This is an optimization exercise on Yosys and OpenROAD, whose aim is small area, a short achievable clock period and few clock cycles per item, not a production implementation. Function was checked by simulation only, so behaviour that the tests miss may differ from the original. The clock port is modelled as an ideal driver; clocking choices that lean on that would not hold on a real chip. Power is estimated from default activity; no workload was simulated.

==> flow/design.v <==
`timescale 1ns / 1ps
`default_nettype none
package lrud_pkg;
    localparam int WAYS     = 8;
    localparam int TAG_BITS = 32;
    localparam int TAG_W    = (TAG_BITS < 32) ? TAG_BITS : 32;
    localparam int WAY_W    = $clog2(WAYS);
    localparam int AGE_W    = $clog2(WAYS);
    localparam int CNT_W    = $clog2(WAYS + 1);
    localparam int KIND_W   = 2;
    localparam int BLOCK_W  = 32;
    localparam int OWAY_W   = 3;
    localparam int TOTAL_W  = 16;
    localparam int ADDR_W   = 3;
    localparam int DATA_W   = 32;
    localparam int CAP_W    = 4;
    localparam logic [0:0]       REG_WAYS_IN_USE = 1'b0;
    localparam logic [CAP_W-1:0] CAP_RESET       = 4'd8;
    typedef enum logic [KIND_W-1:0] {
        KIND_LOOKUP = 2'd0,
        KIND_INSERT = 2'd1,
        KIND_MARK   = 2'd2
    } t_kind;
    typedef struct packed {
        logic [KIND_W-1:0]  kind;
        logic [BLOCK_W-1:0] block_number;
        logic               insert_dirty;
    } t_req;
    typedef struct packed {
        logic               hit;
        logic [OWAY_W-1:0]  way;
        logic               evicted;
        logic [BLOCK_W-1:0] evicted_block;
        logic               evicted_dirty;
        logic [TOTAL_W-1:0] hit_total;
        logic [TOTAL_W-1:0] miss_total;
    } t_res;
endpackage
`default_nettype wire
`timescale 1ns / 1ps
`default_nettype none
module lrud_cfg (
    input  wire logic                        i_clk,
    input  wire logic                        i_rst_n,
    input  wire logic                        psel,
    input  wire logic                        penable,
    input  wire logic                        pwrite,
    input  wire logic [lrud_pkg::ADDR_W-1:0] paddr,
    input  wire logic [lrud_pkg::DATA_W-1:0] pwdata,
    output logic      [lrud_pkg::DATA_W-1:0] prdata,
    output logic                             pready,
    output logic      [lrud_pkg::CAP_W-1:0]  o_ways_in_use,
    output logic      [lrud_pkg::WAY_W-1:0]  o_last_way
);
    logic                       sel_ways_in_use;
    logic [lrud_pkg::CAP_W-1:0] r_cap;
    logic                       wr_en;
    logic [lrud_pkg::CAP_W-1:0] r_rdata;
    logic [lrud_pkg::WAY_W-1:0] r_last_way;
    logic [lrud_pkg::WAY_W-1:0] n_last_way;
    assign sel_ways_in_use = (paddr[lrud_pkg::ADDR_W-1:2] == lrud_pkg::REG_WAYS_IN_USE);
    assign pready          = 1'b1;
    assign wr_en           = psel && penable && pwrite && pready && sel_ways_in_use;
    always_comb begin
        if (pwdata[lrud_pkg::CAP_W-1:0] == '0) begin
            n_last_way = '0;
        end else if (pwdata[lrud_pkg::CAP_W-1:0] >= lrud_pkg::CAP_W'(lrud_pkg::WAYS)) begin
            n_last_way = lrud_pkg::WAY_W'(lrud_pkg::WAYS - 1);
        end else begin
            n_last_way = pwdata[lrud_pkg::WAY_W-1:0] - lrud_pkg::WAY_W'(1);
        end
    end
    always_ff @(posedge i_clk) begin
        if (!i_rst_n) begin
            r_cap      <= lrud_pkg::CAP_RESET;
            r_last_way <= lrud_pkg::WAY_W'(lrud_pkg::WAYS - 1);
        end else if (wr_en) begin
            r_cap      <= pwdata[lrud_pkg::CAP_W-1:0];
            r_last_way <= n_last_way;
        end
    end
    always_ff @(posedge i_clk) begin
        r_rdata <= sel_ways_in_use ? r_cap : '0;
    end
    assign prdata = lrud_pkg::DATA_W'(r_rdata);
    assign o_ways_in_use = r_cap;
    assign o_last_way    = r_last_way;
endmodule
`default_nettype wire
`timescale 1ns / 1ps
`default_nettype none
module lrud_dir (
    input  wire logic                          i_clk,
    input  wire logic                          i_rst_n,
    input  wire logic                          i_req_valid,
    input  wire lrud_pkg::t_req                i_req,
    input  wire logic [lrud_pkg::WAY_W-1:0]    i_last_way,
    output logic                               o_hit,
    output logic      [lrud_pkg::OWAY_W-1:0]   o_way,
    output logic                               o_evicted,
    output logic      [lrud_pkg::BLOCK_W-1:0]  o_evicted_block,
    output logic                               o_evicted_dirty,
    output logic                               o_inc_hit,
    output logic                               o_inc_miss
);
    localparam int WAYS  = lrud_pkg::WAYS;
    localparam int TAG_W = lrud_pkg::TAG_W;
    logic [WAYS-1:0]        r_valid;
    logic [WAYS-1:0]        r_dirty;
    logic [WAYS-1:0]        r_newer [WAYS];
    logic [TAG_W-1:0]       r_tag   [WAYS];
    logic                   k_lookup, k_insert, k_mark;
    logic [WAYS-1:0]        hit_oh;
    logic                   hit_any;
    logic [WAYS-1:0]        older;       
    logic [WAYS-1:0]        vic_oh;
    logic [WAYS-1:0]        free_oh;
    logic                   full;
    logic [WAYS-1:0]        slot_oh;
    logic                   ins_miss;
    logic [WAYS-1:0]        touch;
    logic [WAYS-1:0]        dirty_we;
    logic [WAYS-1:0]        tag_we;
    logic                   ev_out;
    logic [TAG_W-1:0]       vic_tag;
    logic                   vic_dirty;
    assign k_lookup = (i_req.kind == lrud_pkg::KIND_LOOKUP);
    assign k_insert = (i_req.kind == lrud_pkg::KIND_INSERT);
    assign k_mark   = (i_req.kind == lrud_pkg::KIND_MARK);
    always_comb begin
        for (int i = 0; i < WAYS; i++) begin
            hit_oh[i] = r_valid[i] && (r_tag[i] == i_req.block_number[TAG_W-1:0]);
        end
    end
    assign hit_any = |hit_oh;
    always_comb begin
        for (int i = 0; i < WAYS; i++) begin
            older[i] = 1'b1;
            for (int j = 0; j < WAYS; j++) begin
                if (j < i) begin
                    older[i] = older[i] && (!r_valid[j] || r_newer[j][i]);
                end else if (j > i) begin
                    older[i] = older[i] && (!r_valid[j] || !r_newer[i][j]);
                end
            end
        end
        vic_oh = r_valid & older;
    end
    always_comb begin
        for (int i = 0; i < WAYS; i++) begin
            free_oh[i] = !r_valid[i] && ((i == 0) || r_valid[(i == 0) ? 0 : i - 1]);
        end
    end
    assign full    = r_valid[i_last_way];
    assign slot_oh = full ? vic_oh : free_oh;
    assign ins_miss = k_insert && !hit_any;
    assign touch    = !i_req_valid ? '0 :
                      (k_insert && !hit_any) ? slot_oh :
                      ((k_insert || k_lookup) ? hit_oh : '0);
    assign dirty_we = !i_req_valid ? '0 :
                      k_insert ? (hit_any ? hit_oh : slot_oh) :
                      (k_mark ? hit_oh : '0);
    assign tag_we   = (i_req_valid && ins_miss) ? slot_oh : '0;
    always_ff @(posedge i_clk) begin
        if (!i_rst_n) begin
            r_valid <= '0;
        end else if (i_req_valid && ins_miss) begin
            r_valid <= r_valid | slot_oh;
        end
    end
    always_ff @(posedge i_clk) begin
        for (int i = 0; i < WAYS; i++) begin
            if (dirty_we[i]) begin
                r_dirty[i] <= k_mark || i_req.insert_dirty;
            end
            for (int j = i + 1; j < WAYS; j++) begin
                if (touch[i]) begin
                    r_newer[i][j] <= 1'b1;
                end else if (touch[j]) begin
                    r_newer[i][j] <= 1'b0;
                end
            end
            if (tag_we[i]) begin
                r_tag[i] <= i_req.block_number[TAG_W-1:0];
            end
        end
    end
    always_comb begin
        vic_tag   = '0;
        vic_dirty = 1'b0;
        for (int i = 0; i < WAYS; i++) begin
            if (vic_oh[i]) begin
                vic_tag   = vic_tag | r_tag[i];
                vic_dirty = vic_dirty | r_dirty[i];
            end
        end
    end
    assign ev_out = ins_miss && full;
    always_comb begin
        o_hit           = hit_any && (k_lookup || k_insert || k_mark);
        o_way           = '0;
        o_evicted       = ev_out;
        o_evicted_block = ev_out ? vic_tag : '0;
        o_evicted_dirty = ev_out && vic_dirty;
        for (int i = 0; i < WAYS; i++) begin
            if ((((k_lookup || k_mark) && hit_oh[i]) || (ins_miss && slot_oh[i]))) begin
                o_way = o_way | lrud_pkg::OWAY_W'(i);
            end
        end
    end
    assign o_inc_hit  = k_lookup && hit_any;
    assign o_inc_miss = k_lookup && !hit_any;
endmodule
`default_nettype wire
`timescale 1ns / 1ps
`default_nettype none
module lru_block_cache_directory (
    input  wire logic                          i_clk,
    input  wire logic                          i_rst_n,
    input  wire logic                          i_in_valid,
    output logic                               o_in_stall,
    input  wire logic [lrud_pkg::KIND_W-1:0]   i_kind,
    input  wire logic [lrud_pkg::BLOCK_W-1:0]  i_block_number,
    input  wire logic                          i_insert_dirty,
    output logic                               o_out_valid,
    input  wire logic                          i_out_stall,
    output logic                               o_hit,
    output logic      [lrud_pkg::OWAY_W-1:0]   o_way,
    output logic                               o_evicted,
    output logic      [lrud_pkg::BLOCK_W-1:0]  o_evicted_block,
    output logic                               o_evicted_dirty,
    output logic      [lrud_pkg::TOTAL_W-1:0]  o_hit_total,
    output logic      [lrud_pkg::TOTAL_W-1:0]  o_miss_total,
    input  wire logic                          psel,
    input  wire logic                          penable,
    input  wire logic                          pwrite,
    input  wire logic [lrud_pkg::ADDR_W-1:0]   paddr,
    input  wire logic [lrud_pkg::DATA_W-1:0]   pwdata,
    output logic      [lrud_pkg::DATA_W-1:0]   prdata,
    output logic                               pready
);
    logic                         r0_valid;
    lrud_pkg::t_req               r0_req, in_req;
    logic                         o0_valid, o1_valid;
    logic                         r_in_stall;
    logic                         proc;
    logic                         r0_free;
    logic                         in_acc;
    logic                         o0_load;
    logic                         n_r0_valid, n_o0_valid, n_o1_valid;
    logic [lrud_pkg::WAY_W-1:0]   last_way;
    typedef struct packed {
        logic                         hit;
        logic [lrud_pkg::OWAY_W-1:0]  way;
        logic                         evicted;
        logic [lrud_pkg::BLOCK_W-1:0] evicted_block;
        logic                         evicted_dirty;
        logic                         inc_hit;
        logic                         inc_miss;
    } t_beat;
    t_beat                        d_res, o0, o1, o0_in;
    logic [lrud_pkg::TOTAL_W-1:0] r_hit_total, r_miss_total;
    assign in_req.kind         = i_kind;
    assign in_req.block_number = i_block_number;
    assign in_req.insert_dirty = i_insert_dirty;
    assign proc       = r0_valid && !o1_valid;
    assign r0_free    = !r0_valid || !o1_valid;
    assign in_acc     = i_in_valid && !r_in_stall;
    assign o0_load    = !o0_valid || !i_out_stall;
    assign o_in_stall = r_in_stall;
    always_comb begin
        n_r0_valid = r0_free ? in_acc : r0_valid;
        n_o0_valid = o0_load ? (o1_valid || proc) : o0_valid;
        n_o1_valid = o0_load ? 1'b0 : (o1_valid || proc);
    end
    always_ff @(posedge i_clk) begin
        if (!i_rst_n) begin
            r0_valid   <= 1'b0;
            o0_valid   <= 1'b0;
            o1_valid   <= 1'b0;
            r_in_stall <= 1'b0;
        end else begin
            r0_valid   <= n_r0_valid;
            o0_valid   <= n_o0_valid;
            o1_valid   <= n_o1_valid;
            r_in_stall <= n_r0_valid && n_o1_valid;
        end
    end
    always_comb begin
        o0_in = o1_valid ? o1 : d_res;
        if (!(o1_valid || proc)) begin
            o0_in.inc_hit  = 1'b0;
            o0_in.inc_miss = 1'b0;
        end
    end
    always_ff @(posedge i_clk) begin
        if (r0_free) begin
            r0_req <= in_req;
        end
        if (!o1_valid) begin
            o1 <= d_res;
        end
        if (o0_load) begin
            o0 <= o0_in;
        end
    end
    logic                         hit_en, miss_en;
    logic [lrud_pkg::TOTAL_W-1:0] n_hit_total, n_miss_total;
    assign hit_en  = (o0_load && o0_in.inc_hit) || !i_rst_n;
    assign miss_en = (o0_load && o0_in.inc_miss) || !i_rst_n;
    always_comb begin
        n_hit_total  = r_hit_total;
        n_miss_total = r_miss_total;
        if (r_hit_total != '1) begin
            n_hit_total = r_hit_total + lrud_pkg::TOTAL_W'(1);
        end
        if (r_miss_total != '1) begin
            n_miss_total = r_miss_total + lrud_pkg::TOTAL_W'(1);
        end
        n_hit_total  = n_hit_total & {lrud_pkg::TOTAL_W{i_rst_n}};
        n_miss_total = n_miss_total & {lrud_pkg::TOTAL_W{i_rst_n}};
    end
    always_ff @(posedge i_clk) begin
        if (hit_en) begin
            r_hit_total <= n_hit_total;
        end
        if (miss_en) begin
            r_miss_total <= n_miss_total;
        end
    end
    lrud_cfg u_cfg (
        .i_clk         (i_clk),
        .i_rst_n       (i_rst_n),
        .psel          (psel),
        .penable       (penable),
        .pwrite        (pwrite),
        .paddr         (paddr),
        .pwdata        (pwdata),
        .prdata        (prdata),
        .pready        (pready),
        .o_ways_in_use (),
        .o_last_way    (last_way)
    );
    lrud_dir u_dir (
        .i_clk           (i_clk),
        .i_rst_n         (i_rst_n),
        .i_req_valid     (proc),
        .i_req           (r0_req),
        .i_last_way      (last_way),
        .o_hit           (d_res.hit),
        .o_way           (d_res.way),
        .o_evicted       (d_res.evicted),
        .o_evicted_block (d_res.evicted_block),
        .o_evicted_dirty (d_res.evicted_dirty),
        .o_inc_hit       (d_res.inc_hit),
        .o_inc_miss      (d_res.inc_miss)
    );
    assign o_out_valid     = o0_valid;
    assign o_hit           = o0.hit;
    assign o_way           = o0.way;
    assign o_evicted       = o0.evicted;
    assign o_evicted_block = o0.evicted_block;
    assign o_evicted_dirty = o0.evicted_dirty;
    assign o_hit_total     = r_hit_total;
    assign o_miss_total    = r_miss_total;
endmodule
`default_nettype wire
==> flow/flow/run.sh <==
#!/bin/bash
# Layout flow: the standard ORFS flow (standard.sh) with
#  - port buffers of buf_2 instead of the default choice, a slow delay buffer;
#  - repair_timing limited to resizing, pin swaps and buffer removal (no new
#    buffers or clones), which otherwise add area without moving the worst path;
set -euo pipefail
export FLOW_CLOCK_PORT=i_clk
bash standard.sh \
    "BUFFER_PORTS_ARGS=-buffer_cell sky130_fd_sc_hd__buf_2" \
    SETUP_SLACK_MARGIN=9.5 \
    SETUP_MOVE_SEQUENCE=unbuffer,sizeup,swap \
    "PRE_CTS_TCL=$PWD/flow/cts_hook.tcl" \
    finish > flow_make.log 2>&1
==> flow/flow/cts_hook.tcl <==
set ::my_clock_port [expr {[info exists ::env(FLOW_CLOCK_PORT)] ? $::env(FLOW_CLOCK_PORT) : "i_clk"}]
rename clock_tree_synthesis my_orig_clock_tree_synthesis
proc clock_tree_synthesis {args} {
  my_orig_clock_tree_synthesis {*}$args
  set block [ord::get_db_block]
  set port_net [$block findNet $::my_clock_port]
  set loads {}
  foreach it [$port_net getITerms] { lappend loads $it }
  if {[llength $loads] != 1} {
    puts "cts_hook: clock port drives [llength $loads] pins, tree left as built"
    return
  }
  set root [[lindex $loads 0] getInst]
  set root_out [[$root findITerm X] getNet]
  set below {}
  foreach it [$root_out getITerms] {
    if {[$it getInst] ne $root} { lappend below $it }
  }
  if {[llength $below] > 4 || [llength [$root_out getBTerms]] > 0} {
    puts "cts_hook: root buffer drives [llength $below] pins, tree left as built"
    return
  }
  set root_name [$root getName]
  set root_out_name [$root_out getName]
  foreach it $below {
    set inst_name [[$it getInst] getName]
    set pin_name [[$it getMTerm] getName]
    disconnect_pin $root_out_name $inst_name/$pin_name
    connect_pin $::my_clock_port $inst_name/$pin_name
  }
  disconnect_pin $::my_clock_port $root_name/A
  delete_instance $root_name
  delete_net $root_out_name
  puts "cts_hook: removed root buffer $root_name; clock port now drives [llength $below] buffers"
}
==> flow/standard.sh <==
#!/bin/bash
# synth_recipe.tcl (not shown) runs the flow's synth.tcl, then flattens the netlist and writes it again
# the make line also repeats each setting of config.mk as NAME=value (left out here)
make -C /OpenROAD-flow-scripts/flow DESIGN_CONFIG=/design/flow/config.mk WORK_HOME=/design/flow/orfs CLKGATE_MAP_FILE= SYNTH_SCRIPT=/design/flow/synth_recipe.tcl "${@:-finish}"
==> flow/config.mk <==
export PLATFORM = sky130hd
export DESIGN_NAME = lru_block_cache_directory
export DESIGN_NICKNAME = lru_block_cache_directory
export VERILOG_FILES = /design/flow/design.v
export SDC_FILE = /design/flow/constraint.sdc
export NUM_CORES = 4
export LEC_CHECK = 0
export CAP_MARGIN = 20
export CORE_MARGIN = 2
export CORE_UTILIZATION = 60
export CTS_CLUSTER_DIAMETER = 80
export CTS_CLUSTER_SIZE = 20
export SLEW_MARGIN = 20
export TNS_END_PERCENT = 5
==> flow/constraint.sdc <==
create_clock -name core_clock -period 13.0 [get_ports {i_clk}]
set_input_delay 2.6000 -clock core_clock [delete_from_list [all_inputs] [get_ports {i_clk}]]
set_output_delay 2.6000 -clock core_clock [all_outputs]
set_load 0.01 [all_outputs]
==> reports/metrics.cfg, run 1 <==
[status]
status=timing/DRC/antenna clean

[drt]
first_iter_violations=1793
wl_mm=57.6
drt-vias-per-instance=6.43
post-route-drc-count=0
ant_nets=0
wl_per_cell_um=27.8
vias=13300
drtPass1Iterations=6

[worst_setup_path]
critPathMaxFanout=17
path_class=reg2reg
path_buf_inv=0
critPathSlowestCell=edfxtp_1
worstPathArrival_ns=3.95
end_kind=flip-flop
path_delay_family=simple AND/OR/NAND/NOR gates
slowest_delay_ns=0.76
cp_cell_sequence=xnor2_1 -> nand4_1 -> nor4_1 -> nand3_2 -> nand4_4 -> or2_4 -> a22oi_1 -> o21ai_4
critPathLaunchType=flip-flop
worstPathRequired_ns=13.08

[cts]
clock_latency_ns=0.44
cts_hold_buf=0
clkSinkCount=460
cts.reportedPaths.clkPinSlew_ns=0.08
cts_tree=yes
cts_made_buffers=27
post_cts_buffers=0

[global_routing]
grt_first_pass_wirelength_mm=83.4
antenna_found_initial=1
grt_start_max_net_pins=50
grt_overflow_total=0
grt_pass1_vias=12600
grt_usage_pct=32.2

[synthesis]
avgSynthCellArea_um2=13.4
yosysWarnings=5
synthDistinctLibCells=66
syn_area_um2=20400
seq_area_frac_synth_pct=63.3
ys.flop_type=edfxtp_1
synth_edf_count=369
synth_cells=1520
synth_async_sr_flop_share_pct=0
synth_seq_cells=460

[floorplanning]
core_um2=33500
chipHeight_um=188
io_pins=182
die_x_um=188
start_util_pct=60.8
dieArea_um2=35500
rows=67

[power]
peakVddDrop_v=0.000132
pwr_density_cell_nw_per_um2=119
power_leakage_nw=7.85

[placement]
dp_slack_ns=8.57
gp_congestion=0.942
dp_hpwl_mm=37.9
postPlaceCellArea_um2=21300
place_inst=2026
port_buffers=122

[timing]
setup_violations=0
slew_headroom_pct=36.7
hold_violations=0
max_freq_ghz=0.258
fin_skew_ns=0.0136
setup_tns_ns=0
worstMarginPinSlew_ns=0.945
fin_crit_sh_pct=29.8
final-max-slew-violation-count=0
worst_slack_ns=9.13
rsz0062_at_grt=true
min_period_ns=3.87

[layout]
num-fill-cells=2501
area_delta_synth_final_pct=10.3
mostFrequentLayoutCells=369 x edfxtp_1, 157 x xnor2_1, 122 x buf_2
mostFrequentLayoutCell=edfxtp_1
stdcell_count=2076
drive_above_1_share_pct=15.7
fin_area_um2=22500
nets=1687
post-route-util_pct=67.1

[flow_run]
drv_cap=0

[min_path]
hold_class=reg2reg

## through the flow
step	hold slack, ns	total power (W)
floorplan	0.423	0.00177
global route	0.480	0.00274
finish	0.462	0.00267
global placement	0.430	0.00183
CTS	0.466	0.00267
detailed placement	0.444	0.00183
## worst paths after layout
path | from | end | slack [ns] | depth (start not counted)
setup / recovery | r0_req[5]$_DFFE_PN_ | r_hit_total[8]$_DFFE_PP_ | 9.13 | 8
hold / removal | o1[39]$_DFF_P_ | o1[39]$_DFF_P_ | 0.46 | 1
setup reg to reg | r0_req[5]$_DFFE_PN_ | r_hit_total[8]$_DFFE_PP_ | 9.13 | 8
hold reg to reg | o1[39]$_DFF_P_ | o1[39]$_DFF_P_ | 0.46 | 1
## state kept, by name, summed over array words and instances (netlist names), 3 cells and up
| register | count |
|---|---|
| u_dir.r_newer | 28 |
| r_hit_total | 16 |
| u_dir.r_tag | 256 |
| r0_req | 35 |
| u_cfg.r_cap | 4 |
| o0 | 38 |
| r_miss_total | 16 |
| u_dir.r_dirty | 8 |
| o1 | 40 |
| u_cfg.r_last_way | 3 |
| u_cfg.r_rdata | 4 |
| u_dir.r_valid | 8 |
## layer usage
| layer | vias to the layer above | wire length, um | global-route usage, % |
|---|---|---|---|
| met5 | - | 0 | 0 |
| met4 | 0 | 1460 | 8.32 |
| met3 | 87 | 6260 | 7.73 |
| met2 | 693 | 25400 | 48.0 |
| met1 | 6690 | 24500 | 47.8 |
| li1 | 5879 | - | - |
## worst register-to-register path, stage by stage (launching register included)
cell	delay (ns)
edfxtp_1	0.76
xnor2_1	0.58
nand4_1	0.14
nor4_1	0.49
nand3_2	0.33
nand4_4	0.32
or2_4	0.25
a22oi_1	0.12
o21ai_4	0.53
## cells by family (layout without fill, tap and decap cells)
logic type	Yosys count	in the layout	synth area share, %
flip-flops	460	460	63.3
other	2	30	0.0368
adder cells (fa/ha/maj)	3	3	0.184
buffers and inverters	139	219	3.70
multiplexers	13	13	0.791
AND/OR/NAND/NOR	326	326	8.64
AO/OA/AOI/OAI	304	304	11.7
XOR/XNOR	273	273	11.7
## power breakdown
| part | internal [W] | leakage, nW | switching [W] |
|---|---|---|---|
| Clock | 0.000401 | 0.378 | 0.000463 |
| Sequential | 0.00161 | 4.26 | 0.0000478 |
| Combinational | 0.0000587 | 3.21 | 0.0000875 |
| Total | 0.00207 | 7.85 | 0.000599 |
## synthesized netlist by cell type, types with 27 or more instances
| cell | number | area (um^2) |
|---|---|---|
| nand3_1 | 60 | 300 |
| clkbuf_1 | 40 | 150 |
| dfxtp_1 | 91 | 1820 |
| a22oi_1 | 74 | 556 |
| edfxtp_1 | 369 | 11100 |
| buf_4 | 34 | 255 |
| buf_2 | 30 | 150 |
| a22o_1 | 74 | 648 |
| nand2_1 | 39 | 146 |
| a221oi_1 | 34 | 298 |
| nand4_1 | 51 | 319 |
| nor3_1 | 27 | 135 |
| xor2_1 | 104 | 911 |
| nor2_1 | 61 | 229 |
| xnor2_1 | 169 | 1480 |
| nor4_1 | 28 | 175 |
## layout make-up
class	count	area, um^2	share of cell area (%)
Multi-Input combinational cell	948	7300	32.4
Sequential cell	460	12900	57.3
Tap cell	448	561	2.49
Clock inverter	3	16.3	0.0723
Clock buffer	45	763	3.39
Antenna cell	1	2.50	0.0111
Timing Repair Buffer	146	862	3.83
Inverter	25	98.8	0.439
## what timing repair did
item	CTS	global route
gates resized for setup	36	23
pin swaps	10	20
setup endpoints to repair	554	486
Testbench counts, summed over its fixed seeds: cycles 16,016, items 16,000.
==> run 2: changes to the inputs <==
==> flow/flow/run.sh (replaced) <==
#!/bin/bash
# Layout flow: the standard ORFS flow (standard.sh) with
#  - port buffers of buf_4 instead of the default choice, a slow delay buffer;
set -euo pipefail
export FLOW_CLOCK_PORT=i_clk
bash standard.sh \
    "BUFFER_PORTS_ARGS=-buffer_cell sky130_fd_sc_hd__buf_4" \
    SETUP_SLACK_MARGIN=9.5 \
    "PRE_CTS_TCL=$PWD/flow/cts_hook.tcl" \
    finish > flow_make.log 2>&1
==> run 2 against run 1 <==
  * Clock power is essentially flat
  * Combinational power grew 46%
  * Synthesized area is the same
  * Wire length grew 1.8%
  * Setup slack gained 0.18 ns
  * Fmax grew 4.9%
  * Final cell count grew 5.5%
  * Flip-flop and latch count is the same
  * Core utilization grew 3.3 points
  * Critical path type is now reg2out
  * Critical endpoint is now o_hit_total[5]
==> reports/metrics.cfg, run 2 <==
[timing]
setup_violations=0  ; unchanged
fin_skew_ns=0.0177  ; +0.00411 ns
whs_ns=0.460  ; -0.00195 ns
fin_crit_sh_pct=28.4  ; -1.4 points
max_freq_ghz=0.271  ; +4.9%
rsz0062_at_grt=true
min_period_ns=3.69  ; -0.180 ns
hold_violations=0  ; unchanged
worstMarginPinSlew_ns=0.882  ; -0.0630 ns
final-max-slew-violation-count=0  ; unchanged
setup_tns_ns=0  ; unchanged
slew_headroom_pct=41.0  ; +4.2 points

[drt]
drt-vias-per-instance=6.33  ; -1.5%
drtPass1Iterations=5  ; -1
first_iter_violations=1751  ; -2.3%
ant_nets=0  ; unchanged
post-route-drc-count=0  ; unchanged
wl_per_cell_um=26.8  ; -3.5%
wl_mm=58.7  ; +1.8%
vias=13900  ; +3.9%

[layout]
largest_register_ff_count=256  ; unchanged
mostFrequentLayoutCell=edfxtp_1
mostFrequentLayoutCells=369 x edfxtp_1, 242 x buf_4, 162 x xnor2_1
top_register=u_dir.r_tag
nets=1800  ; +6.7%
area_delta_synth_final_pct=15.7
drive_above_1_share_pct=20.2  ; +4.4 points
largest_registers=u_dir.r_tag (256), o1 (40), o0 (38)

[floorplanning]
rows=67  ; unchanged
core_um2=33500  ; unchanged
chipHeight_um=188  ; unchanged
die_x_um=188  ; unchanged
start_util_pct=60.8  ; unchanged
io_pins=182  ; unchanged
dieArea_um2=35500  ; unchanged

[cts]
cts_tree=yes
cts.reportedPaths.clkPinSlew_ns=0.08  ; about the same
cts_made_buffers=27  ; unchanged
clock_latency_ns=0.44  ; about the same
clkSinkCount=460  ; unchanged

[synthesis]
synthDistinctLibCells=66  ; unchanged
synth_edf_count=369  ; unchanged
synth.top_cell.area_share_pct=54.3  ; unchanged
yosysMostFrequentCell=edfxtp_1
ys.flop_type=edfxtp_1
avgSynthCellArea_um2=13.4  ; unchanged
synth_area_leaders=edfxtp_1 54%, dfxtp_1 8.9%, xnor2_1 7.3%, xor2_1 4.5%, a22o_1 3.2%
synth_async_sr_flop_share_pct=0  ; unchanged
yosysWarnings=5  ; unchanged
syn_area_um2=20400  ; unchanged
synth_seq_cells=460  ; unchanged
synth_common_cells=369 x edfxtp_1, 169 x xnor2_1, 104 x xor2_1, 91 x dfxtp_1
yosysTopAreaCell=edfxtp_1
seq_area_frac_synth_pct=63.3  ; unchanged
synth_cells=1520  ; unchanged

[worst_setup_path]
critPathMaxFanout=5  ; -12
critPathSlowestCell=edfxtp_1
slowest_delay_ns=0.49  ; -0.27 ns
critPathLaunchType=flip-flop
path_class=reg2out
path_buf_inv=1  ; +1
end_kind=primary output
rr_startpoint=r0_req[19]$_DFFE_PN_
worstPathRequired_ns=10.40  ; -2.68 ns
reg2reg_slack_ns=9.38  ; +0.25 ns
cp-startpoint=r_hit_total[5]$_DFFE_PP_
cp_cell_sequence=buf_6
path_delay_family=flip-flops
worstPathArrival_ns=1.09  ; -2.86 ns

[placement]
port_buffers=122  ; unchanged
gp_congestion=0.923  ; -2.0%
dp_hpwl_mm=37.7  ; -0.50%

[status]
status=timing/DRC/antenna clean

[flow_run]
drv_cap=0  ; unchanged

[global_routing]
grt_start_max_net_pins=50  ; unchanged
grt_pass1_vias=13000  ; +3.9%
grt_usage_pct=32.6  ; +0.45 points
grt_first_pass_wirelength_mm=84.8  ; +1.7%
grt_overflow_total=0  ; unchanged
antenna_found_initial=3  ; +2

[power]
peakVddDrop_v=0.000130  ; -2.0%
power_leakage_nw=8.41  ; +7.2%
pwr_density_cell_nw_per_um2=115  ; -3.2%

[min_path]
hold_start=o1[39]$_DFF_P_
hold_class=reg2reg

-- run 2: cell counts after synthesis --
Identical to the previous run, type by type.
-- run 2: final cells by class --
cell class	count	area, um^2
repair buffers	259	2120
multi-input cells	948	7130
flip-flops and latches	460	12900
clock buffers	46	767
inverters	25	101
clock inverters	2	17.5
fillers	2461	9920
well taps	448	561
diodes	2	5.00
-- run 2: power breakdown --
part           switching (W)  internal, W
clock               0.000463     0.000403
combinational       0.000119    0.0000940
sequential         0.0000223      0.00161
total               0.000605      0.00211
-- run 2: timing repair --
item | in CTS | in global routing
buffers inserted | 83 | 29
hold buffers | 0 | 0
setup endpoints to repair | 542 | 478
gates resized for setup | 20 | 14
pin swaps | 3 | 0
-- run 2: cell families (layout without fill, tap and decap cells) --
kind of cell    count (synthesis)  after routing  share of synthesized area, %
mux                            13             13                         0.791
flops                         460            460                          63.3
xor+xnor                      273            273                          11.7
simple gates                  326            326                          8.64
buf+inv                       139            332                          3.70
compound gates                304            304                          11.7
other cells                     2             31                        0.0368
fa+ha+maj                       3              3                         0.184
-- run 2: through the flow --
stage	std cells	instance area [um^2]	utilization [%]	total power, W	worst slack (ns)
floorplan	1547	20500	-	0.00177	9.19
global placement	2026	21600	64.5	0.00184	8.37
detailed placement	2027	21700	64.6	0.00184	8.57
CTS	2158	23300	69.4	0.00271	9.12
global route	2188	23600	70.4	0.00279	9.27
finish	2190	23600	70.4	0.00271	9.31
-- run 2: path summary, 6_finish.rpt --
path / cells past startpoint / to
min reg2reg: 1 / o1[39]$_DFF_P_
min: 1 / o1[39]$_DFF_P_
max reg2reg: 10 / u_dir.r_tag[4][6]$_DFFE_PP_
max: 1 / o_hit_total[5]
-- run 2: per-layer routing --
layer	vias up	global-route usage (%)	wire, um
met5	-	0	13
met4	2	8.26	1590
met3	110	7.77	6850
met2	764	49.5	26100
met1	6887	47.9	24100
li1	6106	-	-
==> run 3: changes to the inputs <==
==> flow/flow/run.sh (replaced) <==
#!/bin/bash
# Layout flow: the standard ORFS flow (standard.sh) with
#  - port buffers of buf_1 instead of the default choice, a slow delay buffer;
set -euo pipefail
export FLOW_CLOCK_PORT=i_clk
bash standard.sh \
    "BUFFER_PORTS_ARGS=-buffer_cell sky130_fd_sc_hd__buf_1" \
    SETUP_SLACK_MARGIN=9.5 \
    "PRE_CTS_TCL=$PWD/flow/cts_hook.tcl" \
    finish > flow_make.log 2>&1
==> run 3 against run 2 <==
  * Still clean on timing, DRC and antenna
  * Setup slack got worse by 0.18 ns
  * Flip-flop and latch count unchanged
  * First-iteration DRC count increased by 2.1%
  * Largest cell class unchanged
  * Highest routed layer is now met4
==> reports/metrics.cfg, run 3 <==
[synthesis]
synth_seq_cells=460  ; unchanged
yosysWarnings=5  ; unchanged
syn_area_um2=20400  ; unchanged
synth_cells=1520  ; unchanged
synth_edf_count=369  ; unchanged
synth_area_leaders=edfxtp_1 54%, dfxtp_1 8.9%, xnor2_1 7.3%, xor2_1 4.5%, a22o_1 3.2%
ys.flop_type=edfxtp_1
yosysTopAreaCell=edfxtp_1
synth_async_sr_flop_share_pct=0  ; unchanged
yosysMostFrequentCell=edfxtp_1
synthDistinctLibCells=66  ; unchanged
avgSynthCellArea_um2=13.4  ; unchanged
seq_area_frac_synth_pct=63.3  ; unchanged
synth_common_cells=369 x edfxtp_1, 169 x xnor2_1, 104 x xor2_1, 91 x dfxtp_1
synth.top_cell.area_share_pct=54.3  ; unchanged

[layout]
nets=1792  ; -0.44%
diodes=0  ; -2
drive_above_1_share_pct=13.0  ; -7.2 points
mostFrequentLayoutCell=edfxtp_1
largest_registers=u_dir.r_tag (256), o1 (40), o0 (38)
top_register=u_dir.r_tag
largest_register_ff_count=256  ; unchanged
mostFrequentLayoutCells=369 x edfxtp_1, 160 x xnor2_1, 122 x buf_1
area_delta_synth_final_pct=13.1

[floorplanning]
start_util_pct=60.8  ; unchanged
chipHeight_um=188  ; unchanged
core_um2=33500  ; unchanged
die_x_um=188  ; unchanged
dieArea_um2=35500  ; unchanged
rows=67  ; unchanged
io_pins=182  ; unchanged

[drt]
wl_mm=58.5  ; -0.29%
wl_met2_mm=25.8  ; -1.3%
top_layer_used=met4
drt-met1-wl_mm=24.0  ; -0.54%
vias=13800  ; -0.45%
drt-vias-per-instance=6.33  ; about the same
first_iter_violations=1787  ; +2.1%
post-route-drc-count=0  ; unchanged
detailroute.wirelength.met3_mm=6.88  ; +0.47%
wl_per_cell_um=26.8  ; +0.16%
ant_nets=0  ; unchanged
drtPass1Iterations=5  ; unchanged

[worst_setup_path]
end_kind=flip-flop
critPathMaxFanout=41  ; +36
critPathLaunchType=input pin
path_class=in2reg
worstPathRequired_ns=12.86  ; +2.46 ns
slowest_delay_ns=0.82  ; +0.33 ns
critPathSlowestCell=clkinvlp_4
worstPathArrival_ns=3.72  ; +2.63 ns
cp_cell_sequence=buf_1 -> and2_4 -> clkinvlp_4

[cts]
cts_hold_buf=0  ; unchanged
clock_latency_ns=0.44  ; about the same
cts_made_buffers=27  ; unchanged
clkSinkCount=460  ; unchanged
cts.reportedPaths.clkPinSlew_ns=0.08  ; about the same
cts_tree=yes

[placement]
gp_congestion=0.921  ; -0.22%
dp_slack_ns=8.54  ; -0.0264 ns
port_buffers=122  ; unchanged
dp_hpwl_mm=38.0  ; +0.91%

[power]
peakVddDrop_v=0.000136  ; +5.0%
power_leakage_nw=7.91  ; -6.0%
pwr_density_cell_nw_per_um2=116  ; +1.2%

[timing]
whs_ns=0.465  ; +0.00497 ns
setup_tns_ns=0  ; unchanged
rsz0062_at_grt=true
worstMarginPinSlew_ns=1.05  ; +0.165 ns
worst_slack_ns=9.13  ; -0.175 ns
final-max-slew-violation-count=0  ; unchanged
hold_violations=0  ; unchanged
slew_headroom_pct=30.1  ; -11 points
setup_violations=0  ; unchanged
max_freq_ghz=0.259  ; -4.5%
fin_crit_sh_pct=29.7  ; +1.3 points
min_period_ns=3.87  ; +0.175 ns
fin_skew_ns=0.0142  ; -0.00353 ns

[global_routing]
antenna_found_initial=0  ; -3
grt_usage_pct=32.4  ; -0.22 points
grt_overflow_total=0  ; unchanged
grt_first_pass_wirelength_mm=84.1  ; -0.89%
grt_pass1_vias=12900  ; -0.99%
grt_start_max_net_pins=50  ; unchanged

[min_path]
hold_class=reg2reg

[flow_run]
drv_cap=0  ; unchanged

[status]
status=timing/DRC/antenna clean

run 3: repair_timing:
| action | in CTS | in global routing |
|---|---|---|
| buffers inserted | 71 | 34 |
| endpoints found under the setup margin | 552 | 515 |
| resized for setup | 12 | 14 |
| pin swaps | 4 | 2 |
| gates cloned | 0 | 0 |
run 3: critical path: cells and delay by family:
| family | cells | cell delay (ns) |
|---|---|---|
| simple gates | 1 | 0.19 |
| buf+inv | 2 | 0.89 |
run 3: logic make-up (layout without fill, tap and decap cells):
kind of cell             count (synthesis)  in the layout  share of synthesized area, %
buffers and inverters                  139            324                          3.70
flip-flops                             460            460                          63.3
AO/OA/AOI/OAI                          304            304                          11.7
AND/OR/NAND/NOR                        326            326                          8.64
XOR/XNOR                               273            273                          11.7
multiplexers                            13             13                         0.791
adder cells (fa/ha/maj)                  3              3                         0.184
other                                    2             29                        0.0368
run 3: through the flow:
step                      util (%)  power (W)  cells  cell area [um^2]
after detailed placement      63.2    0.00182   2027             21200
after CTS                     67.5    0.00268   2146             22600
final                         68.8    0.00268   2180             23100
after global placement        63.1    0.00182   2026             21200
after floorplan                  -    0.00177   1547             20500
after global routing          68.8    0.00276   2180             23100
run 3: worst paths after layout:
path | start | endpoint | slack, ns | depth (start not counted)
setup / recovery | i_out_stall | o0[31]$_DFFE_PP_ | 9.13 | 3
hold / removal | o1[35]$_DFF_P_ | o1[35]$_DFF_P_ | 0.46 | 1
setup reg to reg | r0_req[20]$_DFFE_PN_ | u_dir.r_tag[1][29]$_DFFE_PP_ | 9.37 | 9
hold reg to reg | o1[35]$_DFF_P_ | o1[35]$_DFF_P_ | 0.46 | 1
run 3: per-layer routing:
metal  global-route usage (%)  up-vias
li1                         -     6105
met1                     46.3     6843
met2                     48.7      763
met3                     9.37       96
met4                     9.53        0
met5                        0        -
run 3: layout make-up:
class                      instances  area, um^2
sequential                       460       12900
fill                            2514       10500
multi-input combinational        948        7140
timing repair buffer             251        1600
clock buffer                      44         749
tap                              448         561
inverter                          25        98.8
clock inverter                     4        21.3
run 3: power by group:
part           internal [W]  switching (W)  total (W)  leakage, nW
Combinational     0.0000777       0.000118   0.000196         3.27
Clock              0.000395       0.000458   0.000853        0.375
Sequential          0.00161      0.0000224    0.00163         4.26
Total               0.00209       0.000598    0.00268         7.91
==> run 4: changes to the inputs <==
==> flow/flow/run.sh (replaced) <==
#!/bin/bash
# Layout flow: the standard ORFS flow (standard.sh) with
#  - port buffers of buf_2 instead of the default choice, a slow delay buffer;
#  - SKIP_REPAIR_TIE_FANOUT, so the constant outputs share the synthesis's
#    single tie cell instead of one tie cell each;
set -euo pipefail
export FLOW_CLOCK_PORT=i_clk
bash standard.sh \
    "BUFFER_PORTS_ARGS=-buffer_cell sky130_fd_sc_hd__buf_2" \
    SETUP_SLACK_MARGIN=9.5 \
    SKIP_REPAIR_TIE_FANOUT=1 \
    "PRE_CTS_TCL=$PWD/flow/cts_hook.tcl" \
    finish > flow_make.log 2>&1
==> run 4 against run 3 <==
  * Clock-buffer cell count rose by 1
  * Setup slack improved by 0.050 ns
  * Still clean on timing, DRC and antenna
  * Critical endpoint is now u_dir.r_tag[1][25]$_DFFE_PP_
  * Via count rose by 0.71%
  * Clock power rose by 3.5%
  * Sequential share of layout area rose by 0.24 points
  * Flip-flop and latch count did not move
  * Combinational power barely moved
  * Die area did not move
==> reports/metrics.cfg, run 4 <==
[drt]
wl_met2_mm=25.7  ; -0.20%
drt-met1-wl_mm=24.3  ; +1.2%
vias=13900  ; +0.71%
top_layer_used=met5
drtPass1Iterations=5  ; unchanged
first_iter_violations=1686  ; -5.7%
post-route-drc-count=0  ; unchanged
detailroute.wirelength.met3_mm=6.67  ; -3.1%
wl_per_cell_um=27.5  ; +2.3%
drt-vias-per-instance=6.49  ; +2.4%
wl_mm=58.8  ; +0.54%
ant_nets=0  ; unchanged

[timing]
min_period_ns=3.82  ; -0.0496 ns
max_freq_ghz=0.262  ; +1.3%
hold_violations=0  ; unchanged
final-max-slew-violation-count=0  ; unchanged
worstMarginPinSlew_ns=0.896  ; -0.151 ns
slew_headroom_pct=40.0  ; +10 points
setup_violations=0  ; unchanged
worst_slack_ns=9.18  ; +0.0496 ns
fin_skew_ns=0.0423  ; +0.0282 ns
fin_crit_sh_pct=29.4  ; -0.38 points
rsz0062_at_grt=true
setup_tns_ns=0  ; unchanged

[synthesis]
synth_mux_area_share_pct=0.791  ; unchanged
synthDistinctLibCells=66  ; unchanged
seq_area_frac_synth_pct=63.3  ; unchanged
synth_simple_gate_area_share_pct=8.64  ; unchanged
synth_common_cells=369 x edfxtp_1, 169 x xnor2_1, 104 x xor2_1, 91 x dfxtp_1
synth_edf_count=369  ; unchanged
synthAdderAreaFrac_pct=0.184  ; unchanged
synth_area_leaders=edfxtp_1 54%, dfxtp_1 8.9%, xnor2_1 7.3%, xor2_1 4.5%, a22o_1 3.2%
synth_xor_area_share_pct=11.7  ; unchanged
avgSynthCellArea_um2=13.4  ; unchanged
yosysWarnings=5  ; unchanged
synth_compound_area_share_pct=11.7  ; unchanged
ys.flop_type=edfxtp_1
synth_top_family_by_area=XOR/XNOR gates
synth_async_sr_flop_share_pct=0  ; unchanged
syn_area_um2=20400  ; unchanged
yosysTopAreaCell=edfxtp_1
synth.top_cell.area_share_pct=54.3  ; unchanged
yosysMostFrequentCell=edfxtp_1
synth_cells=1520  ; unchanged
synth_seq_cells=460  ; unchanged

[placement]
dp_slack_ns=8.44  ; -0.108 ns
gp_congestion=0.913  ; -0.96%
port_buffers=122  ; unchanged
dp_hpwl_mm=37.6  ; -1.1%

[worst_setup_path]
cp_cell_sequence=xor2_1 -> nor3_1 -> nand3_1 -> or4_1 -> nand4_4 -> or4_4 -> nor2_4 -> buf_4
path_buf_inv=1  ; -1
critPathSlowestCell=edfxtp_1
end_kind=flip-flop
slowest_delay_ns=0.78  ; -0.04 ns
path_delay_family=simple AND/OR/NAND/NOR gates
path_class=reg2reg
critPathLaunchType=flip-flop
worstPathArrival_ns=3.88  ; +0.16 ns
critPathMaxFanout=33  ; -20%
worstPathRequired_ns=13.06  ; +0.20 ns

[cts]
clock_latency_ns=0.46  ; +0.02 ns
clkSinkCount=460  ; unchanged
cts.reportedPaths.clkPinSlew_ns=0.08  ; about the same
cts_made_buffers=27  ; unchanged
cts_hold_buf=0  ; unchanged
cts_tree=yes

[layout]
num-fill-cells=2485  ; -1.2%
drive_above_1_share_pct=19.2  ; +6.3 points
nets=1754  ; -2.1%
largest_register_ff_count=256  ; unchanged
mostFrequentLayoutCell=edfxtp_1
top_register=u_dir.r_tag
area_delta_synth_final_pct=12.7
post-route-util_pct=68.5  ; -0.28 points
largest_registers=u_dir.r_tag (256), o1 (40), o0 (38)
mostFrequentLayoutCells=369 x edfxtp_1, 164 x xnor2_1, 122 x buf_2

[global_routing]
grt_first_pass_wirelength_mm=85.7  ; +1.9%
grt_start_max_net_pins=51  ; +2.0%
grt_pass1_vias=13200  ; +2.3%
antenna_found_initial=4  ; +4
grt_overflow_total=0  ; unchanged
grt_usage_pct=33.0  ; +0.61 points

[status]
status=timing/DRC/antenna clean

[flow_run]
drv_cap=0  ; unchanged

[floorplanning]
start_util_pct=60.8  ; unchanged
rows=67  ; unchanged
die_x_um=188  ; unchanged
dieArea_um2=35500  ; unchanged
io_pins=182  ; unchanged
chipHeight_um=188  ; unchanged
core_um2=33500  ; unchanged

[power]
peakVddDrop_v=0.000126  ; -7.5%
pwr_density_cell_nw_per_um2=118  ; +1.5%
power_leakage_nw=8.16  ; +3.2%

[min_path]
hold_class=reg2reg

## run 4: cell counts after synthesis
No cell type changed its count.
## run 4: per-stage QoR
stage | hold slack [ns] | area [um^2] | instances | power [W]
floorplan | 0.423 | 20400 | 1520 | 0.00177
global placement | 0.431 | 21200 | 1996 | 0.00183
detailed placement | 0.443 | 21200 | 1996 | 0.00183
CTS | 0.459 | 23000 | 2141 | 0.00271
global route | 0.491 | 23000 | 2142 | 0.00278
finish | 0.457 | 23000 | 2143 | 0.00271
## run 4: final cells by class
class	instances	area [um^2]	area share, %
Antenna cell	1	2.50	0.0109
Multi-Input combinational cell	921	6990	30.4
Sequential cell	460	12900	56.2
Clock buffer	45	774	3.37
Timing Repair Buffer	239	1610	7.02
Inverter	25	98.8	0.430
Timing Repair inverter	1	7.51	0.0327
Tap cell	448	561	2.44
Clock inverter	3	22.5	0.0980
## run 4: where the power goes
part	internal [W]	switching, W
clock	0.000409	0.000474
combinational	0.0000788	0.000114
sequential	0.00161	0.0000252
total	0.00210	0.000613
## run 4: path summary, 6_finish.rpt
| path | start | to | slack [ns] | cells after the start |
|---|---|---|---|---|
| min reg2reg | o1[35]$_DFF_P_ | o1[35]$_DFF_P_ | 0.46 | 1 |
| max | r0_req[2]$_DFFE_PN_ | u_dir.r_tag[1][25]$_DFFE_PP_ | 9.18 | 8 |
| max reg2reg | r0_req[2]$_DFFE_PN_ | u_dir.r_tag[1][25]$_DFFE_PP_ | 9.18 | 8 |
| min | o1[35]$_DFF_P_ | o1[35]$_DFF_P_ | 0.46 | 1 |
## run 4: kinds of logic after synthesis
logic type               count (synthesis)
multiplexers                            13
AO/OA/AOI/OAI                          304
flip-flops                             460
XOR/XNOR                               273
AND/OR/NAND/NOR                        326
adder cells (fa/ha/maj)                  3
other                                    2
buffers and inverters                  139
## run 4: timing repair
action                                  4_1_cts  5_1_grt
endpoints found under the setup margin      557      520
cloned                                        0        1
hold endpoints to repair                      0        0
pin swaps                                     4        0
buffers inserted                             97        0
resized for setup                            17        3
## run 4: per-layer routing
metal / GRT usage, % / vias up
met3: 7.21 / 122
met1: 48.6 / 6919
met4: 10.7 / 4
met5: 0 / -
met2: 49.4 / 802
li1: - / 6058
==> run 5: changes to the inputs <==
--- a/flow/design.v
+++ b/flow/design.v
@@ -302,3 +302,5 @@
         end
-        if (o0_load) begin
+        if (!i_rst_n) begin
+            o0 <= '0;
+        end else if (o0_load) begin
             o0 <= o0_in;
@@ -306,24 +308,13 @@
     end
-    logic                         hit_en, miss_en;
-    logic [lrud_pkg::TOTAL_W-1:0] n_hit_total, n_miss_total;
-    assign hit_en  = (o0_load && o0_in.inc_hit) || !i_rst_n;
-    assign miss_en = (o0_load && o0_in.inc_miss) || !i_rst_n;
-    always_comb begin
-        n_hit_total  = r_hit_total;
-        n_miss_total = r_miss_total;
-        if (r_hit_total != '1) begin
-            n_hit_total = r_hit_total + lrud_pkg::TOTAL_W'(1);
-        end
-        if (r_miss_total != '1) begin
-            n_miss_total = r_miss_total + lrud_pkg::TOTAL_W'(1);
-        end
-        n_hit_total  = n_hit_total & {lrud_pkg::TOTAL_W{i_rst_n}};
-        n_miss_total = n_miss_total & {lrud_pkg::TOTAL_W{i_rst_n}};
-    end
     always_ff @(posedge i_clk) begin
-        if (hit_en) begin
-            r_hit_total <= n_hit_total;
-        end
-        if (miss_en) begin
-            r_miss_total <= n_miss_total;
+        if (!i_rst_n) begin
+            r_hit_total  <= '0;
+            r_miss_total <= '0;
+        end else begin
+            if (o0_load && o0_in.inc_hit && (r_hit_total != '1)) begin
+                r_hit_total <= r_hit_total + lrud_pkg::TOTAL_W'(1);
+            end
+            if (o0_load && o0_in.inc_miss && (r_miss_total != '1)) begin
+                r_miss_total <= r_miss_total + lrud_pkg::TOTAL_W'(1);
+            end
         end
==> flow/flow/run.sh (replaced) <==
#!/bin/bash
# Layout flow: the standard ORFS flow (standard.sh) with
#  - port buffers of buf_2 instead of the default choice, a slow delay buffer;
set -euo pipefail
export FLOW_CLOCK_PORT=i_clk
bash standard.sh \
    "BUFFER_PORTS_ARGS=-buffer_cell sky130_fd_sc_hd__buf_2" \
    SETUP_SLACK_MARGIN=9.5 \
    "PRE_CTS_TCL=$PWD/flow/cts_hook.tcl" \
    finish > flow_make.log 2>&1
==> run 5 against run 4 <==
  * Global-route usage decreased by 0.68 points
  * Clock-buffer cell count unchanged
  * Still clean on timing, DRC and antenna
  * Sequential power decreased by 4%
  * Non-clock buffer count increased by 25
  * Critical path type unchanged
==> reports/metrics.cfg, run 5 <==
[status]
status=timing/DRC/antenna clean

[worst_setup_path]
cp_cell_sequence=buf_12 -> xor2_1 -> nor4_1 -> nand4_1 -> nor3_4 -> nand4b_1 -> or2_4 -> nor4_4 -> buf_4 -> or2_2 -> a21o_1
reg2reg_slack_ns=9.26  ; +0.08 ns
critPathSlowestCell=nor4_1
worstPathRequired_ns=13.34  ; +0.28 ns
path_class=reg2reg
regToRegEndpoint=u_dir.r_newer[5][7]$_SDFFE_PP1P_
rr_startpoint=r0_req[23]$_DFFE_PN_
crit_path_end=u_dir.r_newer[5][7]$_SDFFE_PP1P_
reg2reg_depth=11  ; +3
end_kind=flip-flop
cp-startpoint=r0_req[23]$_DFFE_PN_
slowest_delay_ns=0.49  ; -0.29 ns
worstPathArrival_ns=4.08  ; +0.20 ns
critPathMaxFanout=35  ; +6.1%
critPathLaunchType=flip-flop

[placement]
port_buffers=122  ; unchanged
dp_hpwl_mm=36.8  ; -2.1%
gp_congestion=0.928  ; +1.7%

[layout]
mostFrequentLayoutCells=299 x edfxtp_1, 176 x xnor2_1, 159 x dfxtp_1
largest_register_ff_count=256  ; unchanged
nets=1881  ; +7.2%
mostFrequentLayoutCell=edfxtp_1
top_register=u_dir.r_tag
drive_above_1_share_pct=19.1  ; -0.13 points
area_delta_synth_final_pct=14.7
largest_registers=u_dir.r_tag (256), o1 (40), o0 (38)
post-route-util_pct=69.7  ; +1.2 points

[drt]
post-route-drc-count=0  ; unchanged
first_iter_violations=1714  ; +1.7%
wl_mm=57.4  ; -2.4%
wl_per_cell_um=25.3  ; -7.9%
drtPass1Iterations=6  ; +1
drt-vias-per-instance=6.22  ; -4.2%
ant_nets=0  ; unchanged
vias=14100  ; +1.5%

[timing]
max_freq_ghz=0.268  ; +2.2%
min_period_ns=3.74  ; -0.0816 ns
fin_crit_sh_pct=28.7  ; -0.63 points
worstMarginPinSlew_ns=1.07  ; +0.173 ns
final-max-slew-violation-count=0  ; unchanged
slew_headroom_pct=28.8  ; -11 points
setup_violations=0  ; unchanged
fin_skew_ns=0.0366  ; -0.00568 ns
setup_tns_ns=0  ; unchanged
rsz0062_at_grt=true
hold_violations=0  ; unchanged

[flow_run]
drv_cap=0  ; unchanged

[power]
swShare_pct=22.7  ; +0.076 points
peakVddDrop_v=0.000147  ; +16%
switching_power_w=0.000595  ; -2.9%
pwr_density_cell_nw_per_um2=113  ; -4.6%
power_leakage_nw=8.57  ; +5.1%
power_frac_seq_pct=60.3  ; about the same
p_clk_share_pct=32.8  ; +0.3 points
p_comb_share_pct=7.0  ; about the same
total_power_w=0.00262  ; -3.3%
p_int_w=0.00203  ; -3.4%

[floorplanning]
start_util_pct=60.8  ; about the same
core_um2=33400  ; -0.25%
die_x_um=188  ; -0.15%
dieArea_um2=35400  ; -0.30%
rows=67  ; unchanged
io_pins=182  ; unchanged
chipHeight_um=188  ; -0.15%

[cts]
clock_latency_ns=0.46  ; about the same
cts_tree=yes
cts_made_buffers=27  ; unchanged
clkSinkCount=460  ; unchanged
cts.reportedPaths.clkPinSlew_ns=0.09  ; about the same

[global_routing]
antenna_found_initial=2  ; -2
grt_overflow_total=0  ; unchanged
grt_first_pass_wirelength_mm=85.1  ; -0.66%
grt_start_max_net_pins=60  ; +18%
grt_pass1_vias=13500  ; +2.5%
grt_usage_pct=32.4  ; -0.68 points

[synthesis]
yosysTopAreaCell=edfxtp_1
ys.flop_type=edfxtp_1
synth_edf_count=299  ; -19%
synth_async_sr_flop_share_pct=0  ; unchanged
seq_area_frac_synth_pct=60.0  ; -3.2 points
yosysWarnings=5  ; unchanged
yosysMostFrequentCell=edfxtp_1
synth_common_cells=299 x edfxtp_1, 178 x xnor2_1, 161 x dfxtp_1, 105 x a22o_1, 81 x xor2_1
synthDistinctLibCells=68  ; +3.0%
synth_cells=1602  ; +5.4%
synth_area_leaders=edfxtp_1 44%, dfxtp_1 16%, xnor2_1 7.7%, a22o_1 4.5%, xor2_1 3.5%
synth_seq_cells=460  ; unchanged
synth.top_cell.area_share_pct=44.2  ; -10 points
avgSynthCellArea_um2=12.7  ; -5.4%
syn_area_um2=20300  ; -0.31%

[min_path]
hold_class=reg2reg

## run 5: worst min-delay path by stage
stage	depth (start not counted)	startpoint	to	slack, ns
4_1_cts	2	o1[36]$_DFF_P_	o1[36]$_DFF_P_	0.46
5_1_grt	1	o1[35]$_DFF_P_	o1[35]$_DFF_P_	0.48
6_report	2	o1[36]$_DFF_P_	o1[36]$_DFF_P_	0.46
3_3_place_gp	1	o1[35]$_DFF_P_	o1[35]$_DFF_P_	0.44
2_1_floorplan	1	o1[35]$_DFF_P_	o1[35]$_DFF_P_	0.43
3_5_place_dp	1	o1[35]$_DFF_P_	o1[35]$_DFF_P_	0.44
## run 5: routing by layer
layer	GRT usage (%)	wire length, um	vias to the layer above
li1	-	-	6363
met1	46.5	23600	6882
met2	48.4	25200	755
met3	7.26	6360	115
met4	11.8	2260	0
met5	0	0	-
## run 5: worst max-delay path: cells and delay by family, from the launching register on
| kind | cells | cell delay, ns |
|---|---|---|
| and+or+nand+nor | 7 | 2.38 |
| buffers and inverters | 2 | 0.48 |
| DFF | 1 | 0.42 |
| xor gates and xnor gates | 1 | 0.16 |
| AOI/OAI and AO/OA | 1 | 0.16 |
## run 5: area by class of cell
| class | count | area (um^2) |
|---|---|---|
| clock inverters | 3 | 33.8 |
| repair buffers | 264 | 2090 |
| multi-input cells | 1019 | 7590 |
| clock buffers | 45 | 722 |
| well taps | 448 | 561 |
| fillers | 2403 | 10100 |
| diodes | 1 | 2.50 |
| inverters | 30 | 116 |
| flip-flops and latches | 460 | 12200 |
## run 5: power by group through the flow
stage / combinational, W / sequential, W / clock [W]
2_1_floorplan: 0.0000968 / 0.00161 / 0
3_3_place_gp: 0.0000998 / 0.00164 / 0
3_5_place_dp: 0.000100 / 0.00165 / 0
4_1_cts: 0.000175 / 0.00158 / 0.000866
5_1_grt: 0.000194 / 0.00158 / 0.000919
6_report: 0.000183 / 0.00158 / 0.000860
## run 5: kinds of logic after synthesis
family	Yosys count	share of synthesized area, %
flip-flops	460	60.0
AND/OR/NAND/NOR	361	9.82
AO/OA/AOI/OAI	330	12.7
XOR/XNOR	259	11.2
buffers and inverters	153	4.18
multiplexers	34	1.86
adder cells (fa/ha/maj)	3	0.185
other	2	0.0369
## run 5: timing repair
item | CTS | global route
endpoints found under the setup margin | 484 | 333
setup buffers | 119 | 7
gates resized for setup | 20 | 1
hold buffers | 0 | 0
pin swaps | 4 | 2
gates cloned | 3 | 0
## run 5: stage by stage
stage | hold slack, ns | setup slack [ns] | std cells | area [um^2]
after floorplan | 0.428 | 9.16 | 1629 | 20400
after global placement | 0.438 | 8.12 | 2090 | 21100
after detailed placement | 0.444 | 8.10 | 2092 | 21100
after CTS | 0.461 | 9.27 | 2262 | 23200
after global routing | 0.479 | 9.23 | 2269 | 23300
final | 0.463 | 9.26 | 2270 | 23300
Testbench counts of run 5, summed over its fixed seeds: cycles 16,016, items 16,000.
==> run 6: changes to the inputs <==
==> flow/flow/cts_hook.tcl (replaced) <==
set ::my_clock_port [expr {[info exists ::env(FLOW_CLOCK_PORT)] ? $::env(FLOW_CLOCK_PORT) : "i_clk"}]
rename clock_tree_synthesis my_orig_clock_tree_synthesis

proc my_center {iterms} {
  set sx 0; set sy 0; set n 0
  foreach it $iterms {
    set b [[$it getInst] getBBox]
    set sx [expr {$sx + ([$b xMin] + [$b xMax]) / 2}]
    set sy [expr {$sy + ([$b yMin] + [$b yMax]) / 2}]
    incr n
  }
  return [list [expr {$sx / $n}] [expr {$sy / $n}]]
}

proc clock_tree_synthesis {args} {
  my_orig_clock_tree_synthesis {*}$args
  set port $::my_clock_port
  set block [ord::get_db_block]
  set port_net [$block findNet $port]
  set loads [$port_net getITerms]
  if {[llength $loads] != 1} {
    puts "cts_hook: clock port drives [llength $loads] pins, tree left as built"
    return
  }
  set root [[lindex $loads 0] getInst]
  set root_out [[$root findITerm X] getNet]
  set mids {}
  foreach it [$root_out getITerms] {
    if {[$it getInst] ne $root} { lappend mids [$it getInst] }
  }
  if {[llength $mids] > 2 || [llength [$root_out getBTerms]] > 0} {
    puts "cts_hook: root buffer drives [llength $mids] pins, tree left as built"
    return
  }
  set root_name [$root getName]
  set root_out_name [$root_out getName]
  foreach m $mids {
    disconnect_pin $root_out_name [$m getName]/A
    connect_pin $port [$m getName]/A
  }
  disconnect_pin $port $root_name/A
  delete_instance $root_name
  delete_net $root_out_name
  # split each first-level buffer's loads in two
  set k 0
  foreach m $mids {
    set mnet [[$m findITerm X] getNet]
    set sinks {}
    foreach it [$mnet getITerms] {
      if {[$it getInst] ne $m} { lappend sinks $it }
    }
    if {[llength $sinks] < 2} continue
    set xs {}; set ys {}
    foreach it $sinks {
      set b [[$it getInst] getBBox]
      lappend xs [$b xMin]; lappend ys [$b yMin]
    }
    set dx [expr {[tcl::mathfunc::max {*}$xs] - [tcl::mathfunc::min {*}$xs]}]
    set dy [expr {[tcl::mathfunc::max {*}$ys] - [tcl::mathfunc::min {*}$ys]}]
    set keyed {}
    foreach it $sinks {
      set b [[$it getInst] getBBox]
      lappend keyed [list [expr {$dx >= $dy ? [$b xMin] : [$b yMin]}] $it]
    }
    set keyed [lsort -integer -index 0 $keyed]
    set half [expr {[llength $keyed] / 2}]
    set moved {}; set kept {}
    foreach e [lrange $keyed 0 [expr {$half - 1}]] { lappend moved [lindex $e 1] }
    foreach e [lrange $keyed $half end] { lappend kept [lindex $e 1] }
    set nname "clkbuf_split_${k}_$port"
    set nnet "clknet_split_${k}_$port"
    incr k
    set ni [odb::dbInst_create $block [$m getMaster] $nname]
    set nn [odb::dbNet_create $block $nnet]
    $nn setSigType CLOCK
    [$ni findITerm A] connect $port_net
    [$ni findITerm X] connect $nn
    foreach it $moved {
      $it disconnect
      $it connect $nn
    }
    lassign [my_center $moved] cx cy
    $ni setLocation $cx $cy
    $ni setPlacementStatus PLACED
    lassign [my_center $kept] cx cy
    $m setLocation $cx $cy
  }
  global_connect
  puts "cts_hook: removed root buffer $root_name; clock port now drives [llength [$port_net getITerms]] buffers"
}
==> run 6 against run 5 <==
  * Setup slack improved by 0.095 ns
  * Combinational power barely moved
  * Register-to-register slack improved by 0.14 ns
  * Clock power rose by 2.8%
  * Synthesized area did not move
  * Wire length rose by 1.1%
  * Total power rose by 0.97%
  * Cell area rose by 0.62%
  * Critical path depth fell by 3
  * Critical path type is now in2reg
==> reports/metrics.cfg, run 6 <==
[global_routing]
grt_overflow_total=0  ; unchanged
antenna_found_initial=2  ; unchanged
grt_pass1_vias=13600  ; +0.65%
grt_usage_pct=32.6  ; +0.22 points
grt_start_max_net_pins=60  ; unchanged
grt_first_pass_wirelength_mm=85.3  ; +0.27%

[layout]
mostFrequentLayoutCells=299 x edfxtp_1, 176 x xnor2_1, 159 x dfxtp_1
diodes=0  ; -1
largest_registers=u_dir.r_tag (256), o1 (40), o0 (38)
drive_above_1_share_pct=19.7  ; +0.57 points
nets=1889  ; +0.43%
top_register=u_dir.r_tag
area_delta_synth_final_pct=15.4
mostFrequentLayoutCell=edfxtp_1
largest_register_ff_count=256  ; unchanged

[placement]
dp_hpwl_mm=36.8  ; unchanged
port_buffers=122  ; unchanged
dp_slack_ns=8.10  ; unchanged
gp_congestion=0.928  ; unchanged

[cts]
cts_made_buffers=27  ; unchanged
cts_tree=yes
clock_latency_ns=0.37  ; -0.09 ns
clkSinkCount=460  ; unchanged
cts.reportedPaths.clkPinSlew_ns=0.09  ; about the same
cts_hold_buf=0  ; unchanged

[worst_setup_path]
critPathLaunchType=input pin
critPathSlowestCell=o21a_4
slowest_delay_ns=0.20  ; -0.29 ns
cp_cell_sequence=buf_6 -> a21oi_4 -> o221ai_1 -> inv_1 -> buf_4 -> o21a_4 -> and3_1 -> mux2i_1
worstPathRequired_ns=13.28  ; -0.06 ns
worstPathArrival_ns=3.92  ; -0.16 ns
path_class=in2reg
end_kind=flip-flop
critPathMaxFanout=12  ; -66%

[timing]
fin_skew_ns=0.0413  ; +0.00469 ns
rsz0062_at_grt=true
fin_crit_sh_pct=28.0  ; -0.73 points
min_period_ns=3.64  ; -0.0954 ns
worst_slack_ns=9.36  ; +0.0954 ns
worstMarginPinSlew_ns=1.06  ; -0.00764 ns
slew_headroom_pct=29.3  ; +0.51 points
whs_ns=0.462  ; -0.000977 ns
setup_violations=0  ; unchanged
hold_violations=0  ; unchanged
setup_tns_ns=0  ; unchanged
final-max-slew-violation-count=0  ; unchanged
max_freq_ghz=0.275  ; +2.6%

[synthesis]
ys.flop_type=edfxtp_1
yosysWarnings=5  ; unchanged
synth_edf_count=299  ; unchanged
synthDistinctLibCells=68  ; unchanged
synth_common_cells=299 x edfxtp_1, 178 x xnor2_1, 161 x dfxtp_1, 105 x a22o_1, 81 x xor2_1
syn_area_um2=20300  ; unchanged
synth_seq_cells=460  ; unchanged
synth_cells=1602  ; unchanged
yosysMostFrequentCell=edfxtp_1
yosysTopAreaCell=edfxtp_1
seq_area_frac_synth_pct=60.0  ; unchanged
synth_async_sr_flop_share_pct=0  ; unchanged
synth_area_leaders=edfxtp_1 44%, dfxtp_1 16%, xnor2_1 7.7%, a22o_1 4.5%, xor2_1 3.5%
avgSynthCellArea_um2=12.7  ; unchanged
synth.top_cell.area_share_pct=44.2  ; unchanged

[power]
power_frac_seq_pct=59.7  ; -0.6 points
swShare_pct=22.2  ; -0.46 points
power_leakage_nw=8.63  ; +0.74%
p_comb_share_pct=7.0  ; about the same
pwr_density_cell_nw_per_um2=113  ; +0.36%
switching_power_w=0.000588  ; -1.1%
p_int_w=0.00206  ; +1.6%
peakVddDrop_v=0.000147  ; +0.16%
p_clk_share_pct=33.4  ; +0.6 points

[drt]
wl_mm=58.0  ; +1.1%
post-route-drc-count=0  ; unchanged
vias=14100  ; +0.17%
drtPass1Iterations=5  ; -1
first_iter_violations=1843  ; +7.5%
drt-vias-per-instance=6.21  ; -0.14%
wl_per_cell_um=25.5  ; +0.75%
ant_nets=0  ; unchanged

[floorplanning]
start_util_pct=60.8  ; unchanged
chipHeight_um=188  ; unchanged
rows=67  ; unchanged
dieArea_um2=35400  ; unchanged
io_pins=182  ; unchanged
die_x_um=188  ; unchanged
core_um2=33400  ; unchanged

[status]
status=timing/DRC/antenna clean

[flow_run]
drv_cap=0  ; unchanged

[min_path]
hold_class=reg2reg

run 6: cell counts after synthesis:
Identical to the previous run, type by type.
run 6: repair_timing:
action	in CTS	in global routing
gates resized for setup	27	4
gates cloned	3	1
hold endpoints to repair	0	0
setup endpoints to repair	428	244
pin swaps	8	2
buffers inserted	124	7
run 6: power groups by stage:
stage               combinational [W]  sequential [W]  clock (W)
global placement            0.0000998         0.00164          0
CTS                          0.000177         0.00158   0.000897
floorplan                   0.0000968         0.00161          0
global route                 0.000195         0.00158   0.000945
detailed placement           0.000100         0.00165          0
finish                       0.000184         0.00158   0.000884
run 6: area by class of cell, without the clock buffers:
type	count	area, um^2
multi-input cells	1019	7620
plain buffers	2	50.0
clock inverters	3	33.8
repair buffers	270	2150
flip-flops and latches	460	12200
well taps	448	561
fillers	2410	9990
inverters	30	116
run 6: final timing paths:
| kind | startpoint | endpoint | slack (ns) | cells after the start |
|---|---|---|---|---|
| worst max register to register | r0_req[2]$_DFFE_PN_ | u_dir.r_tag[1][3]$_DFFE_PP_ | 9.40 | 9 |
| worst max-delay path | i_out_stall | r_hit_total[4]$_SDFFE_PN0P_ | 9.36 | 8 |
| worst min-delay path | o1[38]$_DFF_P_ | o1[38]$_DFF_P_ | 0.46 | 2 |
| worst min register to register | o1[38]$_DFF_P_ | o1[38]$_DFF_P_ | 0.46 | 2 |
run 6: worst max-delay path, delay by kind of cell:
family	cells	cell delay, ns
AOI/OAI and AO/OA	3	0.52
buffers and inverters	3	0.42
and+or+nand+nor	1	0.20
muxes	1	0.17
run 6: cell families after synthesis:
group	count (synthesis)	synth area share, %
fa+ha+maj	3	0.185
flops	460	60.0
buf+inv	153	4.18
simple gates	361	9.82
mux	34	1.86
other cells	2	0.0369
compound gates	330	12.7
xor+xnor	259	11.2
run 6: layer usage:
metal | vias up | wire [um] | GRT usage, % | share of wire, %
met4 | 2 | 1900 | 10.9 | 3.3
met2 | 746 | 25600 | 49.1 | 44
met1 | 6909 | 24200 | 47.0 | 42
li1 | 6379 | - | - | -
met5 | - | 13 | 0 | 0.022
met3 | 103 | 6320 | 7.26 | 11
run 6: through the flow:
step / util, % / power, W / cells / instance area (um^2)
2_1_floorplan: - / 0.00171 / 1629 / 20400
3_3_place_gp: 63.0 / 0.00174 / 2090 / 21100
3_5_place_dp: 63.1 / 0.00175 / 2092 / 21100
4_1_cts: 69.7 / 0.00266 / 2269 / 23300
5_1_grt: 70.1 / 0.00272 / 2277 / 23500
6_report: 70.1 / 0.00265 / 2277 / 23500

port drivers added, routing unchanged:
In the flow no input, the clock included, has a driving cell. The finished layouts below were timed again as built, in two steps.
Step 1 sets driving cells, clkbuf_16 on the clock port and buf_2 on the other inputs (assumed; they add their load-dependent delay and slew).
Step 2 also shifts input and output timing later by t, the mid clock arrival at the registers, as if the neighbouring blocks saw the same clock.
Slacks: no drivers / after step 1 / after step 2; pairs: no drivers / after step 1.
run | shift t [ns] | setup slack, ns | hold WS [ns] | worst setup path at the end | worst register clock-pin slew, ns
run 1 | 0.506 | 9.128 / 9.128 / 8.862 | 0.462 / 0.462 / 0.462 | input to register | 0.09 / 0.09
run 2 | 0.503 | 9.308 / 9.241 / 9.140 | 0.460 / 0.460 / 0.460 | input to register | 0.09 / 0.09
run 3 | 0.503 | 9.133 / 9.167 / 8.664 | 0.465 / 0.465 / 0.465 | input to register | 0.09 / 0.09
run 4 | 0.513 | 9.183 / 9.183 / 8.787 | 0.457 / 0.457 / 0.457 | input to register | 0.10 / 0.10
run 5 | 0.510 | 9.264 / 9.235 / 8.851 | 0.463 / 0.463 / 0.463 | input to register | 0.09 / 0.09
run 6 | 0.460 | 9.360 / 9.285 / 8.983 | 0.462 / 0.462 / 0.462 | input to register | 0.09 / 0.09
After both steps setup and hold are still met in every run listed. The setup slack of run 3, which loses most, moves by +0.034 ns with the drivers and by -0.469 ns with both steps.
